This is an optimization exercise on Yosys and OpenROAD, whose aim is small area, not a production implementation.
At most, simulation tests tie the RTL to the original design; equivalence was not proved.

==> flow/design.v <==
module reg_file #(
  parameter int DATA_WIDTH = 32,
  parameter int ADDR_WIDTH = 5,
  parameter int ZERO_REG   = 31
) (
  input  logic                  clk,
  input  logic                  rst_n,
  input  logic [ADDR_WIDTH-1:0] read_reg1,
  input  logic [ADDR_WIDTH-1:0] read_reg2,
  input  logic [ADDR_WIDTH-1:0] write_reg,
  input  logic [DATA_WIDTH-1:0] write_data,
  input  logic                  reg_write,
  output logic [DATA_WIDTH-1:0] read_data1,
  output logic [DATA_WIDTH-1:0] read_data2
);
  localparam int W     = DATA_WIDTH;
  localparam int NREGS = 31;
  logic [NREGS-1:0] we, we_n;
  always_comb begin
    for (int i = 0; i < NREGS; i++) begin
      we[i] = reg_write && (write_reg == 5'(i));
    end
  end
  assign we_n = ~we;
  logic [NREGS-1:0] valid;
  always_ff @(posedge clk or negedge rst_n) begin
    if (!rst_n) begin
      valid <= '0;
    end else begin
      valid <= valid | we;
    end
  end
  logic [NREGS-1:0][W-1:0] mem, mem_d;
  for (genvar i = 0; i < NREGS; i++) begin : g_w
    for (genvar b = 0; b < W; b++) begin : g_b
      rf_hold u_h (
        .q(mem[i][b]), .hold(we_n[i]), .d(write_data[b]), .en(we[i]),
        .y(mem_d[i][b])
      );
    end
  end
  always_ff @(posedge clk) begin
    mem <= mem_d;
  end
  logic write_live;
  assign write_live = reg_write && rst_n;
  logic [ADDR_WIDTH-1:0] rr [2];
  logic [W-1:0]          rd [2];
  assign rr[0] = read_reg1;
  assign rr[1] = read_reg2;
  for (genvar p = 0; p < 2; p++) begin : g_p
    logic        hit;
    logic [31:0] sel;
    assign hit = write_live && (write_reg == rr[p]) && (rr[p] != 5'(ZERO_REG));
    logic [3:0] hi;
    logic [7:0] lo;
    always_comb begin
      for (int k = 0; k < 4; k++) hi[k] = (rr[p][4:3] == 2'(k));
      for (int j = 0; j < 8; j++) lo[j] = (rr[p][2:0] == 3'(j));
    end
    for (genvar i = 0; i < NREGS; i++) begin : g_s
      rf_and4 u_s (.a(hi[i/8]), .b(lo[i%8]), .c(valid[i]), .d(we_n[i]), .y(sel[i]));
    end
    assign sel[31] = hit;
    for (genvar b = 0; b < W; b++) begin : g_b
      logic [31:0] q;
      logic [9:0]  g_n;
      logic [3:0]  h;
      for (genvar i = 0; i < NREGS; i++) begin : g_q
        assign q[i] = mem[i][b];
      end
      assign q[31] = write_data[b];
      for (genvar k = 0; k < 10; k++) begin : g_g
        rf_aoi222 u_g (
          .a1(sel[3*k]),   .a2(q[3*k]),
          .b1(sel[3*k+1]), .b2(q[3*k+1]),
          .c1(sel[3*k+2]), .c2(q[3*k+2]),
          .y(g_n[k])
        );
      end
      rf_ao22  u_g10 (.a1(sel[30]), .a2(q[30]), .b1(sel[31]), .b2(q[31]), .y(h[3]));
      rf_nand4 u_h0 (.a(g_n[0]), .b(g_n[1]), .c(g_n[2]), .d(g_n[3]), .y(h[0]));
      rf_nand3 u_h1 (.a(g_n[4]), .b(g_n[5]), .c(g_n[6]), .y(h[1]));
      rf_nand3 u_h2 (.a(g_n[7]), .b(g_n[8]), .c(g_n[9]), .y(h[2]));
      rf_or4   u_o  (.a(h[0]), .b(h[1]), .c(h[2]), .d(h[3]), .y(rd[p][b]));
    end
  end
  assign read_data1 = rd[0];
  assign read_data2 = rd[1];
endmodule
module rf_hold (
  input  logic q,
  input  logic hold,
  input  logic d,
  input  logic en,
  output logic y
);
  assign y = (q & hold) | (d & en);
endmodule
module rf_aoi222 (
  input  logic a1,
  input  logic a2,
  input  logic b1,
  input  logic b2,
  input  logic c1,
  input  logic c2,
  output logic y
);
  assign y = ~((a1 & a2) | (b1 & b2) | (c1 & c2));
endmodule
module rf_ao22 (
  input  logic a1,
  input  logic a2,
  input  logic b1,
  input  logic b2,
  output logic y
);
  assign y = (a1 & a2) | (b1 & b2);
endmodule
module rf_and4 (
  input  logic a,
  input  logic b,
  input  logic c,
  input  logic d,
  output logic y
);
  assign y = a & b & c & d;
endmodule
module rf_nand4 (
  input  logic a,
  input  logic b,
  input  logic c,
  input  logic d,
  output logic y
);
  assign y = ~(a & b & c & d);
endmodule
module rf_nand3 (
  input  logic a,
  input  logic b,
  input  logic c,
  output logic y
);
  assign y = ~(a & b & c);
endmodule
module rf_or4 (
  input  logic a,
  input  logic b,
  input  logic c,
  input  logic d,
  output logic y
);
  assign y = a | b | c | d;
endmodule
Settings: LEC_CHECK=0, CAP_MARGIN=25, CORE_MARGIN=2, CORE_UTILIZATION=40, CTS_BUF_LIST=sky130_fd_sc_hd__clkbuf_8, CTS_CLUSTER_DIAMETER=70, CTS_CLUSTER_SIZE=14, SLEW_MARGIN=25, SYNTH_HIERARCHICAL=1; clock period 10.0 ns.
standard.sh (not shown) runs the stock make flow with config.mk's settings and CLKGATE_MAP_FILE= SYNTH_SCRIPT=/design/flow/synth_recipe.tcl, a recipe that flattens the netlist after the stock synthesis.
==> flow/flow/run.sh <==
#!/bin/bash
# Layout flow: the standard synthesis unchanged, then the standard ORFS
# layout with two changes:
# * the smallest buffer on each port (repair_design sizes up where needed);
# * during floorplan and placement, the resizer may only use cells of drive
#   strength 2 or less, so that it fixes long nets with small buffers and
#   small upsizes rather than large ones. CTS and later steps use the
#   platform's usual cell set.
set -uo pipefail
LIB=$FLOW_HOME/platforms/sky130hd/lib/sky130_fd_sc_hd__tt_025C_1v80.lib
PLATFORM_DU="sky130_fd_sc_hd__probe_p_8 sky130_fd_sc_hd__probec_p_8 sky130_fd_sc_hd__lpflow_bleeder_1 sky130_fd_sc_hd__lpflow_clkbufkapwr_1 sky130_fd_sc_hd__lpflow_clkbufkapwr_16 sky130_fd_sc_hd__lpflow_clkbufkapwr_2 sky130_fd_sc_hd__lpflow_clkbufkapwr_4 sky130_fd_sc_hd__lpflow_clkbufkapwr_8 sky130_fd_sc_hd__lpflow_clkinvkapwr_1 sky130_fd_sc_hd__lpflow_clkinvkapwr_16 sky130_fd_sc_hd__lpflow_clkinvkapwr_2 sky130_fd_sc_hd__lpflow_clkinvkapwr_4 sky130_fd_sc_hd__lpflow_clkinvkapwr_8 sky130_fd_sc_hd__lpflow_decapkapwr_12 sky130_fd_sc_hd__lpflow_decapkapwr_3 sky130_fd_sc_hd__lpflow_decapkapwr_4 sky130_fd_sc_hd__lpflow_decapkapwr_6 sky130_fd_sc_hd__lpflow_decapkapwr_8 sky130_fd_sc_hd__lpflow_inputiso0n_1 sky130_fd_sc_hd__lpflow_inputiso0p_1 sky130_fd_sc_hd__lpflow_inputiso1n_1 sky130_fd_sc_hd__lpflow_inputiso1p_1 sky130_fd_sc_hd__lpflow_inputisolatch_1 sky130_fd_sc_hd__lpflow_isobufsrc_1 sky130_fd_sc_hd__lpflow_isobufsrc_16 sky130_fd_sc_hd__lpflow_isobufsrc_2 sky130_fd_sc_hd__lpflow_isobufsrc_4 sky130_fd_sc_hd__lpflow_isobufsrc_8 sky130_fd_sc_hd__lpflow_isobufsrckapwr_16 sky130_fd_sc_hd__lpflow_lsbuf_lh_hl_isowell_tap_1 sky130_fd_sc_hd__lpflow_lsbuf_lh_hl_isowell_tap_2 sky130_fd_sc_hd__lpflow_lsbuf_lh_hl_isowell_tap_4 sky130_fd_sc_hd__lpflow_lsbuf_lh_isowell_4 sky130_fd_sc_hd__lpflow_lsbuf_lh_isowell_tap_1 sky130_fd_sc_hd__lpflow_lsbuf_lh_isowell_tap_2 sky130_fd_sc_hd__lpflow_lsbuf_lh_isowell_tap_4"
BIG=$(grep -o 'cell *( *"sky130_fd_sc_hd__[a-z0-9_]*_\(4\|6\|8\|12\|16\)")' "$LIB" | sed 's/.*"\(.*\)".*/\1/' | grep -v -E 'tap|fill|decap' | tr '\n' ' ')
PORTS="BUFFER_PORTS_ARGS=-buffer_cell sky130_fd_sc_hd__buf_1"
bash standard.sh synth > flow_synth.log 2>&1 || exit 1
bash standard.sh "$PORTS" DONT_USE_CELLS="$PLATFORM_DU $BIG" place > flow_place.log 2>&1 || exit 1
bash standard.sh "$PORTS" finish > flow_finish.log 2>&1 || exit 1
Rerun with:
--- a/flow/design.v
+++ b/flow/design.v
@@ -50,20 +50,16 @@
   assign rr[1] = read_reg2;
   for (genvar p = 0; p < 2; p++) begin : g_p
     logic        hit;
     logic [31:0] sel;
     assign hit = write_live && (write_reg == rr[p]) && (rr[p] != 5'(ZERO_REG));
-    logic [3:0] hi;
-    logic [7:0] lo;
     always_comb begin
-      for (int k = 0; k < 4; k++) hi[k] = (rr[p][4:3] == 2'(k));
-      for (int j = 0; j < 8; j++) lo[j] = (rr[p][2:0] == 3'(j));
+      for (int i = 0; i < NREGS; i++) begin
+        sel[i] = (rr[p] == 5'(i)) && valid[i] && we_n[i];
+      end
+      sel[31] = hit;
     end
-    for (genvar i = 0; i < NREGS; i++) begin : g_s
-      rf_and4 u_s (.a(hi[i/8]), .b(lo[i%8]), .c(valid[i]), .d(we_n[i]), .y(sel[i]));
-    end
-    assign sel[31] = hit;
     for (genvar b = 0; b < W; b++) begin : g_b
       logic [31:0] q;
       logic [9:0]  g_n;
       logic [3:0]  h;
       for (genvar i = 0; i < NREGS; i++) begin : g_q
@@ -115,19 +111,10 @@
   input  logic b2,
   output logic y
 );
   assign y = (a1 & a2) | (b1 & b2);
 endmodule
-module rf_and4 (
-  input  logic a,
-  input  logic b,
-  input  logic c,
-  input  logic d,
-  output logic y
-);
-  assign y = a & b & c & d;
-endmodule
 module rf_nand4 (
   input  logic a,
   input  logic b,
   input  logic c,
   input  logic d,
Worst hold slack got worse by 0.016 ns. Die area stays flat. Worst setup slack gains 0.43 ns. Clock skew stays the same. Final cell count went up slightly. Via count drops slightly.
No functional check of the RTL was part of the second run of this note.

-- separate check: timing with driven ports --
Ports are ideal in the flow. The routed layouts listed here were re-timed in OpenROAD. Step 1 assumes that a clkbuf_16 drives the clock port and a buf_2 every other input. Step 2 moves the port delays by t, midway between the first and last clock arrival at a register: inputs arrive t later, outputs are due t later. That takes back most of the time a late clock gives input paths. a / b / c = no drivers / after step 1 / after step 2; a / b = the first two.
| run | t, ns | setup slack, ns | worst hold slack (ns) |
|---|---|---|---|
| the first run | 0.805 | 1.290 / 1.262 / 1.262 | 0.487 / 0.487 / 0.487 |
| the second run | 0.834 | 1.716 / 1.685 / 1.685 | 0.470 / 0.470 / 0.470 |
After both steps setup and hold are still met in every run listed. The setup slack of the second run, which loses most, moves by -0.031 ns with the drivers and by -0.031 ns with both steps.
